Background: an optimization exercise with open tools, aiming at small area, a short achievable clock period and few clock cycles per item. Do not read the settings as production practice.
Function was checked by simulation only, so behaviour that the tests miss may differ from the original.
Power figures rest on the tool's default switching activity, not on a simulated workload.

==> design.v <==
`default_nettype none
package cnn_pkg;
	localparam int addr_w = 12;
	localparam int data_w = 16;
	localparam int pix_w  = 8;
	localparam int acc_w  = 20;
	localparam int dim_w  = 8;
	localparam logic [data_w-1:0] end_marker = 16'hffff;
	localparam int kernel_words = 5;
	localparam logic [pix_w-1:0] relu_max = 8'd127;
	localparam logic [addr_w-1:0] out_addr_start = 12'hfff;
	localparam logic [2:0] fetch_idle        = 3'd0;
	localparam logic [2:0] fetch_read_size   = 3'd1;
	localparam logic [2:0] fetch_check_size  = 3'd2;
	localparam logic [2:0] fetch_read_window = 3'd3;
	localparam logic [2:0] fetch_check1      = 3'd4;
	localparam logic [2:0] fetch_check2      = 3'd5;
	localparam logic [2:0] fetch_done        = 3'd6;
	localparam logic [1:0] win_empty = 2'd0;
	localparam logic [1:0] win_fill  = 2'd1;
	localparam logic [1:0] win_mult  = 2'd2;
	typedef union packed {
		logic [data_w-1:0] size;
		struct packed {
			logic [pix_w-1:0] hi;
			logic [pix_w-1:0] lo;
		} pair;
	} sram_word_u;
endpackage
`default_nettype wire
`timescale 1ns/1ps
`default_nettype none
module window_fetch (
	input  wire                          clk,
	input  wire                          reset_b,
	input  wire                          run,
	input  wire cnn_pkg::sram_word_u     input_sram_read_data,
	input  wire                          buffer_empty,
	input  wire                          output_done,
	output logic                         busy,
	output logic [cnn_pkg::addr_w-1:0]   input_sram_read_address,
	output logic                         size_valid,
	output logic                         pixel_valid,
	output logic                         window_start,
	output logic                         matrix_last
);
	logic [2:0]                  state;
	logic [2:0]                  read_idx;
	logic                        reading;
	logic                        size_is_end;
	logic [cnn_pkg::dim_w-1:0]   size_n;
	logic [2:0]                  log2n;
	logic [cnn_pkg::dim_w-1:0]   row;
	logic [cnn_pkg::dim_w-1:0]   col;
	logic                        last_col;
	logic                        last_row;
	logic                        matrix_end;
	logic [cnn_pkg::addr_w-1:0]  base_addr;
	logic [cnn_pkg::addr_w-1:0]  pix_off;
	logic [cnn_pkg::addr_w-1:0]  win_addr;
	logic [cnn_pkg::addr_w-1:0]  row_off;
	logic [cnn_pkg::addr_w:0]    n_sq;
	logic [cnn_pkg::addr_w-1:0]  matrix_words;
	assign busy        = (state != cnn_pkg::fetch_idle);
	assign reading     = (state == cnn_pkg::fetch_read_window);
	assign size_is_end = (input_sram_read_data.size == cnn_pkg::end_marker);
	always_comb begin
		case (size_n)
			8'd8:    log2n = 3'd3;
			8'd16:   log2n = 3'd4;
			8'd32:   log2n = 3'd5;
			8'd64:   log2n = 3'd6;
			default: log2n = 3'd2;
		endcase
	end
	assign last_col = (col == size_n - 8'd4);
	assign last_row = (row == size_n - 8'd4);
	assign pix_off  = ({{(cnn_pkg::addr_w-cnn_pkg::dim_w){1'b0}}, row} << log2n)
		+ {{(cnn_pkg::addr_w-cnn_pkg::dim_w){1'b0}}, col};
	assign win_addr = base_addr + (pix_off >> 1) + 12'd1;
	assign row_off  = ({{(cnn_pkg::addr_w-2){1'b0}}, read_idx[2:1]} << log2n) >> 1;
	assign n_sq         = {{(cnn_pkg::addr_w+1-cnn_pkg::dim_w){1'b0}}, size_n} << log2n;
	assign matrix_words = n_sq[cnn_pkg::addr_w:1];
	always_comb begin
		if (reading) begin
			input_sram_read_address = win_addr + row_off
				+ {{(cnn_pkg::addr_w-1){1'b0}}, read_idx[0]};
		end else begin
			input_sram_read_address = base_addr;
		end
	end
	always_ff @(posedge clk) begin
		if (!reset_b) begin
			state    <= cnn_pkg::fetch_idle;
			read_idx <= '0;
		end else begin
			case (state)
				cnn_pkg::fetch_idle: begin
					if (run) begin
						state <= cnn_pkg::fetch_read_size;
					end
				end
				cnn_pkg::fetch_read_size: begin
					state <= cnn_pkg::fetch_check_size;
				end
				cnn_pkg::fetch_check_size: begin
					if (size_is_end) begin
						state <= cnn_pkg::fetch_done;
					end else if (buffer_empty) begin
						state <= cnn_pkg::fetch_read_window;
					end
				end
				cnn_pkg::fetch_read_window: begin
					read_idx <= read_idx + 3'd1;
					if (read_idx == 3'd7) begin
						state <= cnn_pkg::fetch_check1;
					end
				end
				cnn_pkg::fetch_check1: begin
					state <= cnn_pkg::fetch_check2;
				end
				cnn_pkg::fetch_check2: begin
					if (matrix_end) begin
						state <= cnn_pkg::fetch_read_size;
					end else if (buffer_empty) begin
						state <= cnn_pkg::fetch_read_window;
					end
				end
				cnn_pkg::fetch_done: begin
					if (output_done) begin
						state <= cnn_pkg::fetch_idle;
					end
				end
				default: state <= cnn_pkg::fetch_idle;
			endcase
		end
	end
	always_ff @(posedge clk) begin
		if (!reset_b || !busy) begin
			base_addr  <= '0;
			row        <= '0;
			col        <= '0;
			matrix_end <= 1'b0;
		end else if (reading && read_idx == 3'd7) begin
			matrix_end <= last_col && last_row;
			if (!last_col) begin
				col <= col + 8'd2;
			end else begin
				col <= '0;
				if (last_row) begin
					row       <= '0;
					base_addr <= base_addr + matrix_words + 12'd1;
				end else begin
					row <= row + 8'd2;
				end
			end
		end
	end
	always_ff @(posedge clk) begin
		if (!reset_b) begin
			size_valid   <= 1'b0;
			pixel_valid  <= 1'b0;
			window_start <= 1'b0;
			matrix_last  <= 1'b0;
		end else begin
			size_valid   <= (state == cnn_pkg::fetch_read_size);
			pixel_valid  <= reading;
			window_start <= reading && (read_idx == 3'd0);
			matrix_last  <= reading && (read_idx == 3'd0) && last_col && last_row;
		end
	end
	always_ff @(posedge clk) begin
		if (size_valid) begin
			size_n <= input_sram_read_data.size[cnn_pkg::dim_w-1:0];
		end
	end
endmodule
`default_nettype wire
`timescale 1ns/1ps
`default_nettype none
module conv_engine (
	input  wire                               clk,
	input  wire                               reset_b,
	input  wire cnn_pkg::sram_word_u          input_sram_read_data,
	input  wire                               size_valid,
	input  wire                               pixel_valid,
	input  wire                               window_start,
	input  wire                               matrix_last,
	input  wire  [cnn_pkg::data_w-1:0]        weights_sram_read_data,
	output logic                              buffer_empty,
	output logic [cnn_pkg::addr_w-1:0]        weights_sram_read_address,
	output logic                              conv_valid,
	output logic                              conv_matrix_done,
	output logic signed [cnn_pkg::acc_w-1:0]  conv_0,
	output logic signed [cnn_pkg::acc_w-1:0]  conv_1,
	output logic signed [cnn_pkg::acc_w-1:0]  conv_2,
	output logic signed [cnn_pkg::acc_w-1:0]  conv_3
);
	logic [1:0]                         state;
	logic [3:0]                         step;
	logic [3:0]                         step_next;
	logic                               push;
	logic                               last_tap;
	logic                               row_step;
	logic                               window_last;
	logic signed [cnn_pkg::pix_w-1:0]   win [16];
	logic signed [cnn_pkg::pix_w-1:0]   tap [4];
	logic signed [cnn_pkg::pix_w-1:0]   weight;
	logic signed [2*cnn_pkg::pix_w-1:0] mul [4];
	logic signed [cnn_pkg::acc_w-1:0]   prod [4];
	logic signed [cnn_pkg::acc_w-1:0]   acc [4];
	logic signed [cnn_pkg::acc_w-1:0]   result [4];
	assign push         = pixel_valid && !size_valid;
	assign buffer_empty = (state == cnn_pkg::win_empty);
	assign last_tap     = (step == 4'(2 * cnn_pkg::kernel_words - 2));
	assign row_step     = (step == 4'd2) || (step == 4'd5);
	assign step_next    = step + 4'd1;
	assign weights_sram_read_address = (state == cnn_pkg::win_mult)
		? {{(cnn_pkg::addr_w-3){1'b0}}, step_next[3:1]} : '0;
	always_ff @(posedge clk) begin
		if (!reset_b) begin
			state <= cnn_pkg::win_empty;
			step  <= '0;
		end else begin
			case (state)
				cnn_pkg::win_empty: begin
					if (push && window_start) begin
						state <= cnn_pkg::win_fill;
						step  <= 4'd1;
					end
				end
				cnn_pkg::win_fill: begin
					if (push) begin
						if (step == 4'd7) begin
							state <= cnn_pkg::win_mult;
							step  <= '0;
						end else begin
							step <= step_next;
						end
					end
				end
				cnn_pkg::win_mult: begin
					if (last_tap) begin
						state <= cnn_pkg::win_empty;
						step  <= '0;
					end else begin
						step <= step_next;
					end
				end
				default: state <= cnn_pkg::win_empty;
			endcase
		end
	end
	always_ff @(posedge clk) begin
		if (push) begin
			for (int i = 0; i < 14; i++) begin
				win[i] <= win[i + 2];
			end
			win[14] <= input_sram_read_data.pair.lo;
			win[15] <= input_sram_read_data.pair.hi;
		end else if (state == cnn_pkg::win_mult) begin
			if (row_step) begin
				for (int i = 0; i < 14; i++) begin
					win[i] <= win[i + 2];
				end
				win[14] <= '0;
				win[15] <= '0;
			end else begin
				for (int i = 0; i < 15; i++) begin
					win[i] <= win[i + 1];
				end
				win[15] <= '0;
			end
		end
	end
	always_comb begin
		tap[0] = win[0];
		tap[1] = win[1];
		tap[2] = win[4];
		tap[3] = win[5];
		weight = step[0] ? weights_sram_read_data[2*cnn_pkg::pix_w-1:cnn_pkg::pix_w]
			: weights_sram_read_data[cnn_pkg::pix_w-1:0];
		for (int j = 0; j < 4; j++) begin
			mul[j]  = weight * tap[j];
			prod[j] = {{(cnn_pkg::acc_w-2*cnn_pkg::pix_w){mul[j][2*cnn_pkg::pix_w-1]}}, mul[j]};
		end
	end
	always_ff @(posedge clk) begin
		for (int j = 0; j < 4; j++) begin
			if (state == cnn_pkg::win_empty) begin
				acc[j] <= '0;
			end else if (state == cnn_pkg::win_mult) begin
				acc[j] <= acc[j] + prod[j];
			end
			if (state == cnn_pkg::win_mult && last_tap) begin
				result[j] <= acc[j] + prod[j];
			end
		end
	end
	assign conv_0 = result[0];
	assign conv_1 = result[1];
	assign conv_2 = result[2];
	assign conv_3 = result[3];
	always_ff @(posedge clk) begin
		if (!reset_b) begin
			window_last      <= 1'b0;
			conv_valid       <= 1'b0;
			conv_matrix_done <= 1'b0;
		end else begin
			if (state == cnn_pkg::win_empty && push && window_start) begin
				window_last <= matrix_last;
			end
			conv_valid       <= (state == cnn_pkg::win_mult) && last_tap;
			conv_matrix_done <= conv_valid && window_last;
		end
	end
endmodule
`default_nettype wire
`timescale 1ns/1ps
`default_nettype none
module pool_relu_writer (
	input  wire                               clk,
	input  wire                               reset_b,
	input  wire                               busy,
	input  wire                               conv_valid,
	input  wire                               conv_matrix_done,
	input  wire signed [cnn_pkg::acc_w-1:0]   conv_0,
	input  wire signed [cnn_pkg::acc_w-1:0]   conv_1,
	input  wire signed [cnn_pkg::acc_w-1:0]   conv_2,
	input  wire signed [cnn_pkg::acc_w-1:0]   conv_3,
	output logic                              output_sram_write_enable,
	output logic [cnn_pkg::addr_w-1:0]        output_sram_write_address,
	output logic [cnn_pkg::data_w-1:0]        output_sram_write_data,
	output logic                              output_done
);
	logic signed [cnn_pkg::acc_w-1:0] max_01;
	logic signed [cnn_pkg::acc_w-1:0] max_23;
	logic signed [cnn_pkg::acc_w-1:0] pool_max;
	logic [cnn_pkg::pix_w-1:0]        relu_val;
	logic [cnn_pkg::pix_w-1:0]        relu_q;
	logic [cnn_pkg::pix_w-1:0]        held;
	logic                             relu_valid;
	logic                             relu_done;
	logic                             pending;
	logic                             write_now;
	logic                             flush_seen;
	always_comb begin
		max_01   = (conv_0 > conv_1) ? conv_0 : conv_1;
		max_23   = (conv_2 > conv_3) ? conv_2 : conv_3;
		pool_max = (max_01 > max_23) ? max_01 : max_23;
		if (pool_max[cnn_pkg::acc_w-1]) begin
			relu_val = '0;
		end else if (pool_max > $signed({{(cnn_pkg::acc_w-cnn_pkg::pix_w){1'b0}},
			cnn_pkg::relu_max})) begin
			relu_val = cnn_pkg::relu_max;
		end else begin
			relu_val = pool_max[cnn_pkg::pix_w-1:0];
		end
	end
	assign write_now = pending && (relu_valid || relu_done);
	always_ff @(posedge clk) begin
		if (!reset_b) begin
			relu_valid                <= 1'b0;
			relu_done                 <= 1'b0;
			pending                   <= 1'b0;
			flush_seen                <= 1'b0;
			output_done               <= 1'b0;
			output_sram_write_enable  <= 1'b0;
			output_sram_write_address <= cnn_pkg::out_addr_start;
		end else begin
			relu_valid               <= conv_valid;
			relu_done                <= conv_matrix_done;
			flush_seen               <= relu_done;
			output_done              <= flush_seen;
			output_sram_write_enable <= write_now;
			if (relu_valid) begin
				pending <= !pending;
			end else if (relu_done) begin
				pending <= 1'b0;
			end
			if (!busy) begin
				output_sram_write_address <= cnn_pkg::out_addr_start;
			end else if (write_now) begin
				output_sram_write_address <= output_sram_write_address + 12'd1;
			end
		end
	end
	always_ff @(posedge clk) begin
		if (conv_valid) begin
			relu_q <= relu_val;
		end
		if (relu_valid && !pending) begin
			held <= relu_q;
		end
		if (relu_valid && pending) begin
			output_sram_write_data <= {held, relu_q};
		end else if (relu_done && pending) begin
			output_sram_write_data <= {held, {cnn_pkg::pix_w{1'b0}}};
		end
	end
endmodule
`default_nettype wire
`timescale 1ns/1ps
`default_nettype none
module cnn_top (
	input  wire                          clk,
	input  wire                          reset_b,
	input  wire                          run,
	output logic                         busy,
	output logic [cnn_pkg::addr_w-1:0]   input_sram_read_address,
	input  wire  [cnn_pkg::data_w-1:0]   input_sram_read_data,
	output logic [cnn_pkg::addr_w-1:0]   weights_sram_read_address,
	input  wire  [cnn_pkg::data_w-1:0]   weights_sram_read_data,
	output logic                         output_sram_write_enable,
	output logic [cnn_pkg::addr_w-1:0]   output_sram_write_address,
	output logic [cnn_pkg::data_w-1:0]   output_sram_write_data
);
	logic size_valid;
	logic pixel_valid;
	logic window_start;
	logic matrix_last;
	logic buffer_empty;
	logic                              conv_valid;
	logic                              conv_matrix_done;
	logic signed [cnn_pkg::acc_w-1:0]  conv_0;
	logic signed [cnn_pkg::acc_w-1:0]  conv_1;
	logic signed [cnn_pkg::acc_w-1:0]  conv_2;
	logic signed [cnn_pkg::acc_w-1:0]  conv_3;
	logic                              output_done;
	window_fetch fetch_i (
		.clk                     (clk),
		.reset_b                 (reset_b),
		.run                     (run),
		.input_sram_read_data    (input_sram_read_data),
		.buffer_empty            (buffer_empty),
		.output_done             (output_done),
		.busy                    (busy),
		.input_sram_read_address (input_sram_read_address),
		.size_valid              (size_valid),
		.pixel_valid             (pixel_valid),
		.window_start            (window_start),
		.matrix_last             (matrix_last)
	);
	conv_engine conv_i (
		.clk                       (clk),
		.reset_b                   (reset_b),
		.input_sram_read_data      (input_sram_read_data),
		.size_valid                (size_valid),
		.pixel_valid               (pixel_valid),
		.window_start              (window_start),
		.matrix_last               (matrix_last),
		.weights_sram_read_data    (weights_sram_read_data),
		.buffer_empty              (buffer_empty),
		.weights_sram_read_address (weights_sram_read_address),
		.conv_valid                (conv_valid),
		.conv_matrix_done          (conv_matrix_done),
		.conv_0                    (conv_0),
		.conv_1                    (conv_1),
		.conv_2                    (conv_2),
		.conv_3                    (conv_3)
	);
	pool_relu_writer writer_i (
		.clk                       (clk),
		.reset_b                   (reset_b),
		.busy                      (busy),
		.conv_valid                (conv_valid),
		.conv_matrix_done          (conv_matrix_done),
		.conv_0                    (conv_0),
		.conv_1                    (conv_1),
		.conv_2                    (conv_2),
		.conv_3                    (conv_3),
		.output_sram_write_enable  (output_sram_write_enable),
		.output_sram_write_address (output_sram_write_address),
		.output_sram_write_data    (output_sram_write_data),
		.output_done               (output_done)
	);
endmodule
`default_nettype wire
==> run.sh <==
#!/bin/bash
# synth_recipe.tcl (not shown) runs the flow's synth.tcl, then flattens the netlist and writes it again
# the make line also repeats each setting of config.mk as NAME=value (left out here)
make -C /OpenROAD-flow-scripts/flow DESIGN_CONFIG=/design/flow/config.mk WORK_HOME=/design/flow/orfs CLKGATE_MAP_FILE= SYNTH_SCRIPT=/design/flow/synth_recipe.tcl finish
==> config.mk <==
export PLATFORM = sky130hd
export DESIGN_NAME = cnn_top
export DESIGN_NICKNAME = cnn_top
export VERILOG_FILES = /design/flow/design.v
export SDC_FILE = /design/flow/constraint.sdc
export NUM_CORES = 4
export LEC_CHECK = 0
export CAP_MARGIN = 20
export CORE_MARGIN = 2
export CORE_UTILIZATION = 40
export SLEW_MARGIN = 20
==> constraint.sdc <==
create_clock -name core_clock -period 10.0 [get_ports {clk}]
set_input_delay 2.0000 -clock core_clock [delete_from_list [all_inputs] [get_ports {clk}]]
set_output_delay 2.0000 -clock core_clock [all_outputs]
set_load 0.01 [all_outputs]
==> metrics.md <==
| Metric | Value |
|---|---|
| Max_cap viols | 0 |
| CTS tree | built |
| Dominant cell type by area after synthesis | edfxtp_1 |
| Worst Clk Skew | slightly above 0.03 ns |
| Dpl ws | between 1 and 1.5 ns |
| Critical Path End Type | output pin |
| Die W | 295 um |
| Vias in the first global route | 23,100 |
| Port bufs | 79 |
| Wirelength, routed | ~80 mm |
| Worst Hold Class | flip-flop to flip-flop |
| Clock Latency Late Sink | around 0.60 ns |
| # rows | roughly 110 |
| Die ar. | 0.0869 mm2 |
| Grt ovf | 0 |
| Max Clk Rate | roughly 110 MHz |
| TNS Setup | 0 ns |
| Final hold violation count | 0 |
| TritonCTS Buffers | 47 |
| Xor/xnor share of the synthesized area | under 10% |
| Sw Pwr | roughly 5.5 mW |
| Fill cells | 8,031 |
| Worst path cell trace | inv_1, ha_1, mux2_2, nand3_1, mux2i_1, mux2i_1, and2_1, ha_1, inv_1, o21bai_1, a21oi_1, o21ai_0, xnor2_1, fa_1, inv_1, ha_1, nand3_1, nand2_1, a41o_1, o41ai_1, mux2i_1, xor2_1, clkdlybuf4s50_1 |
| Final GP Congestion | around 0.87 |
| Total core area | 0.0837 mm2 |
| Unrepaired setup endpoints after global routing | false |
| Clk pin slew, worst setup/hold paths | about 0.060 ns |
| Comb pwr share | 66.8% |
| Multi-input logic area | between 0.02 and 0.025 mm2 |
| Sw Ratio | 44.9% |
| YS warnings | 9 |
| Die Ht | roughly 290 um |
| Seq/Total Area, Yosys | 30.5% |
| Setup ws final | 1.30 ns |
| Routed len/inst | 16.7 um |
| Htree depth | 2 |
| Ys flop type | edfxtp_1 |
| Largest net degree at the start of global routing | 90 |
| Post-synth EDFFs | ~250 |
| Ys async rst share | 0% |
| Critical path type | flip-flop to output pin |
| Yosys top cell area share | ~22% |
| Status | complete, no violations |
| Simple-gate area share of the yosys netlist | between 10% and 20% |
| Final std cells w/o fill | ~4,700 |
| Worst EP required | 8.00 ns |
| Post-Place Cells | around 4,600 |
| Adder-Cell Fraction of Synth Area | between 30% and 40% |
| Synth unique cells | 72 |
| Post-Synthesis Cell Area | 0.0338 mm2 |
| GRT Util Overall | between 10% and 20% |
| Register Area | 0.0103 mm2 |
| Cells after synthesis | 3,481 |
| Layout cells sized above 1 | 3.97% |
| Final cycle utilization of the critical path | about 87% |
| Post-synthesis mux area share | 3.89% |
| I/O pin count | a little under 90 |
| P per Cell Area | ~330 mW/mm2 |
| CP arrival | ~6.7 ns |
| Sequential Power Share | 18.9% |
| Initial antenna violation count | 1 |
| Layout area overhead | 10.3% |
| Leakage power | around 16 nW |
| Worst hold path cell count | 0 |
| CP bufs+invs | 4 |
| Number of synthesized register bits | 392 |
| Nets | 4,203 |
| Complex-gate fraction of the synthesized area | under 10% |
| Clk pwr share | between 10 and 15% |
| DRC Markers | 0 |
| CTS Root Cell | clkbuf_16 |
| Pint | 6.81 mW |
| Crit start category | flip-flop |
| CTS Buffer Depth | 3 |
| Antenna diode count | 0 |
| DRT iter0 DRCs | approximately 1,200 |
| Vias | 22,800 |
| Final setup violating endpoints | 0 |
| Final hold slack | 0.416 ns |
| Estimated wirelength of the detail-placed design | 60.8 mm |
| CP delay by family, top | compound AO/OA/AOI/OAI gates |
| Crit-path slowest cell | o41ai_1 |
| Critical path depth | 23 |
| Cts hold-fix bufs | 0 |
| Least-Margin Pin Slew | between 1 and 1.5 ns |
| Antenna viol nets, final | 0 |
| Synth Area per Inst | just under 10 um2 |
| CP max stage delay | slightly below 0.6 ns |
| Maximum VDD drop | ~320 uV |
| Drt pass-1 iters | 5 |
| Reg2reg path depth | 21 |
| Top post-synthesis cells by area | edfxtp_1 22%, fa_1 21%, ha_1 11% |
| Largest family of logic cells by synthesized area | adder cells |
| Routed vias/inst | 4.88 |
| Post-cts resize count | 0 |
| Initial core utilization | around 40% |
| Critical Path Fanout Max | 12 |
| Slew Limit Fails | 0 |
| Post-CTS Setup Inserts | 0 |
| Minimum clock period | slightly below 9 ns |
| First-pass GRT wire length | around 130 mm |
| # clock sinks | 392 |
| Slew headroom | between 20% and 30% |
power by group through the flow:
stage | logic (mW) | registers [mW] | clock network (mW)
finish | 8.25 | 2.33 | 1.77
global route | 9.49 | 2.34 | 1.87
CTS | 8.28 | 2.33 | 1.82
detailed placement | 8.18 | 2.36 | 0
global placement | 8.10 | 2.36 | 0
floorplan | 6.41 | 2.32 | 0
registers in the layout, indices dropped and copies added, names as in the netlist, 4 cells and up:
register / flops
conv_i.acc: 80
conv_i.result: 80
conv_i.step: 4
conv_i.win: 128
fetch_i.base_addr: 12
fetch_i.col: 7
fetch_i.row: 7
fetch_i.size_n: 8
writer_i.held: 8
writer_i.output_sram_write_address: 12
writer_i.output_sram_write_data: 16
writer_i.relu_q: 8
path summary, 6_finish.rpt:
check | startpoint | end | slack, ns
setup / recovery | fetch_i.size_n[2]$_DFFE_PP_ | input_sram_read_address[11] | 1.30
hold / removal | writer_i.held[3]$_DFFE_PP_ | writer_i.output_sram_write_data[11]$_DFFE_PP_ | 0.42
setup reg to reg | conv_i.step[0]$_SDFFE_PN0P_ | conv_i.result[1][18]$_DFFE_PP_ | 3.51
hold reg to reg | writer_i.held[3]$_DFFE_PP_ | writer_i.output_sram_write_data[11]$_DFFE_PP_ | 0.42
worst reg2reg max path, cell delays in order, from the launching register on:
cell and delay, ns:
dfxtp_1 0.36, buf_4 0.36, mux2_2 0.76, nand2_1 0.19, fa_1 0.53, fa_1 0.53, inv_1 0.04, ha_1 0.27
inv_1 0.05, fa_1 0.47, inv_1 0.04, ha_1 0.26, ha_1 0.24, fa_1 0.48, a21o_1 0.19, a211oi_1 0.27
nor2_1 0.11, a41oi_1 0.29, a21oi_1 0.16, a41oi_1 0.32, nor2b_1 0.21, xnor2_1 0.09
per-stage QoR:
stage	area, um2	utilization (%)	power [mW]
4_1_cts	37300	44.6	12.4
3_3_place_gp	35700	42.7	10.5
5_1_grt	37300	44.6	13.7
6_report	37300	44.6	12.3
3_5_place_dp	35700	42.7	10.5
2_1_floorplan	33900	-	8.73
cells in the final DEF (no fill, tap or decap), drive strengths merged, types with 6 or more instances in the layout:
| cell | synthesis | final |
|---|---|---|
| conb | 2 | 18 |
| or2 | 11 | 11 |
| clkbuf | 107 | 60 |
| a22o | 15 | 15 |
| inv | 546 | 550 |
| a21o | 16 | 16 |
| ha | 293 | 293 |
| nor2 | 209 | 209 |
| o21a | 11 | 11 |
| a211oi | 31 | 31 |
| nor2b | 19 | 19 |
| dfxtp | 144 | 144 |
| and2 | 143 | 143 |
| o31ai | 15 | 15 |
| fa | 363 | 363 |
| clkdlybuf4s50 | 0 | 79 |
| nand4 | 23 | 23 |
| clkinv | 0 | 16 |
| nand2 | 588 | 588 |
| nand3 | 34 | 34 |
| o21bai | 9 | 9 |
| mux2i | 110 | 110 |
| edfxtp | 248 | 248 |
| a21boi | 10 | 10 |
| mux2 | 18 | 18 |
| xor2 | 50 | 50 |
| bufinv | 0 | 6 |
| xnor2 | 96 | 96 |
| a31oi | 12 | 12 |
| a2111oi | 10 | 10 |
| o21ai | 92 | 92 |
| nor4 | 18 | 18 |
| nor3 | 27 | 27 |
| and3 | 19 | 19 |
| a21oi | 87 | 87 |
| buf | 23 | 17 |
| o211ai | 8 | 8 |
| nand2b | 8 | 8 |
| or3 | 14 | 14 |
cell type report:
cell class              instances  share of cell area [%]
clock buffers                  60                    3.42
clock inverters                26                   0.868
multi-input cells            2429                    56.3
inverters                     546                    5.49
flip-flops and latches        392                    27.7
well taps                    1134                    3.80
repair buffers                 96                    2.46
cell families after synthesis:
group                      count (synthesis)
xor gates and xnor gates                 147
and+or+nand+nor                         1129
DFF                                      392
muxes                                    128
adders and majority gates                656
AOI/OAI and AO/OA                        351
other                                      2
buffers and inverters                    676
Yosys cell counts (all sizes together), types with 11 or more instances:
cell / count
nand2: 588
inv: 546
fa: 363
ha: 293
edfxtp: 248
nor2: 209
dfxtp: 144
and2: 143
mux2i: 110
clkbuf: 107
xnor2: 96
o21ai: 92
a21oi: 87
xor2: 50
nand3: 34
a211oi: 31
nor3: 27
buf: 23
nand4: 23
and3: 19
nor2b: 19
mux2: 18
nor4: 18
a21o: 16
a22o: 15
o31ai: 15
or3: 14
a31oi: 12
o21a: 11
or2: 11
layer usage:
| metal | track usage [%] | vias up | wire length [um] |
|---|---|---|---|
| met2 | 29.4 | 322 | 35100 |
| met4 | 5.19 | 0 | 2120 |
| met1 | 26.8 | 11200 | 38000 |
| met5 | 0 | - | 0 |
| li1 | - | 11300 | - |
| met3 | 2.52 | 78 | 2840 |
Testbench counts, summed over its fixed seeds: cycles 364,189, windows 19,159.

## afterwards: timing with drivers on the ports
Ports are ideal in the flow. The routed layout listed here was re-timed in OpenROAD.
Step 1 sets driving cells, clkbuf_16 on the clock port and buf_2 on the other inputs (assumed; they add their load-dependent delay and slew).
Step 2, shift: input delay + t, output delay - t, t = (earliest + latest rising clock arrival at the registers) / 2. This alone moves slack from input paths to output paths.
Slacks: ideal ports / drivers / drivers and shift; pairs: ideal ports / drivers.
shift t [ns]: 0.646
setup WS [ns]: 1.298 / 1.232 / 1.443
worst register clock-pin slew, ns: 0.07 / 0.07
pins driven straight from the clock port: 1
After both steps this run still meets setup and hold. For this run, drivers alone change the setup slack by -0.066 ns; drivers and shift together by +0.145 ns.
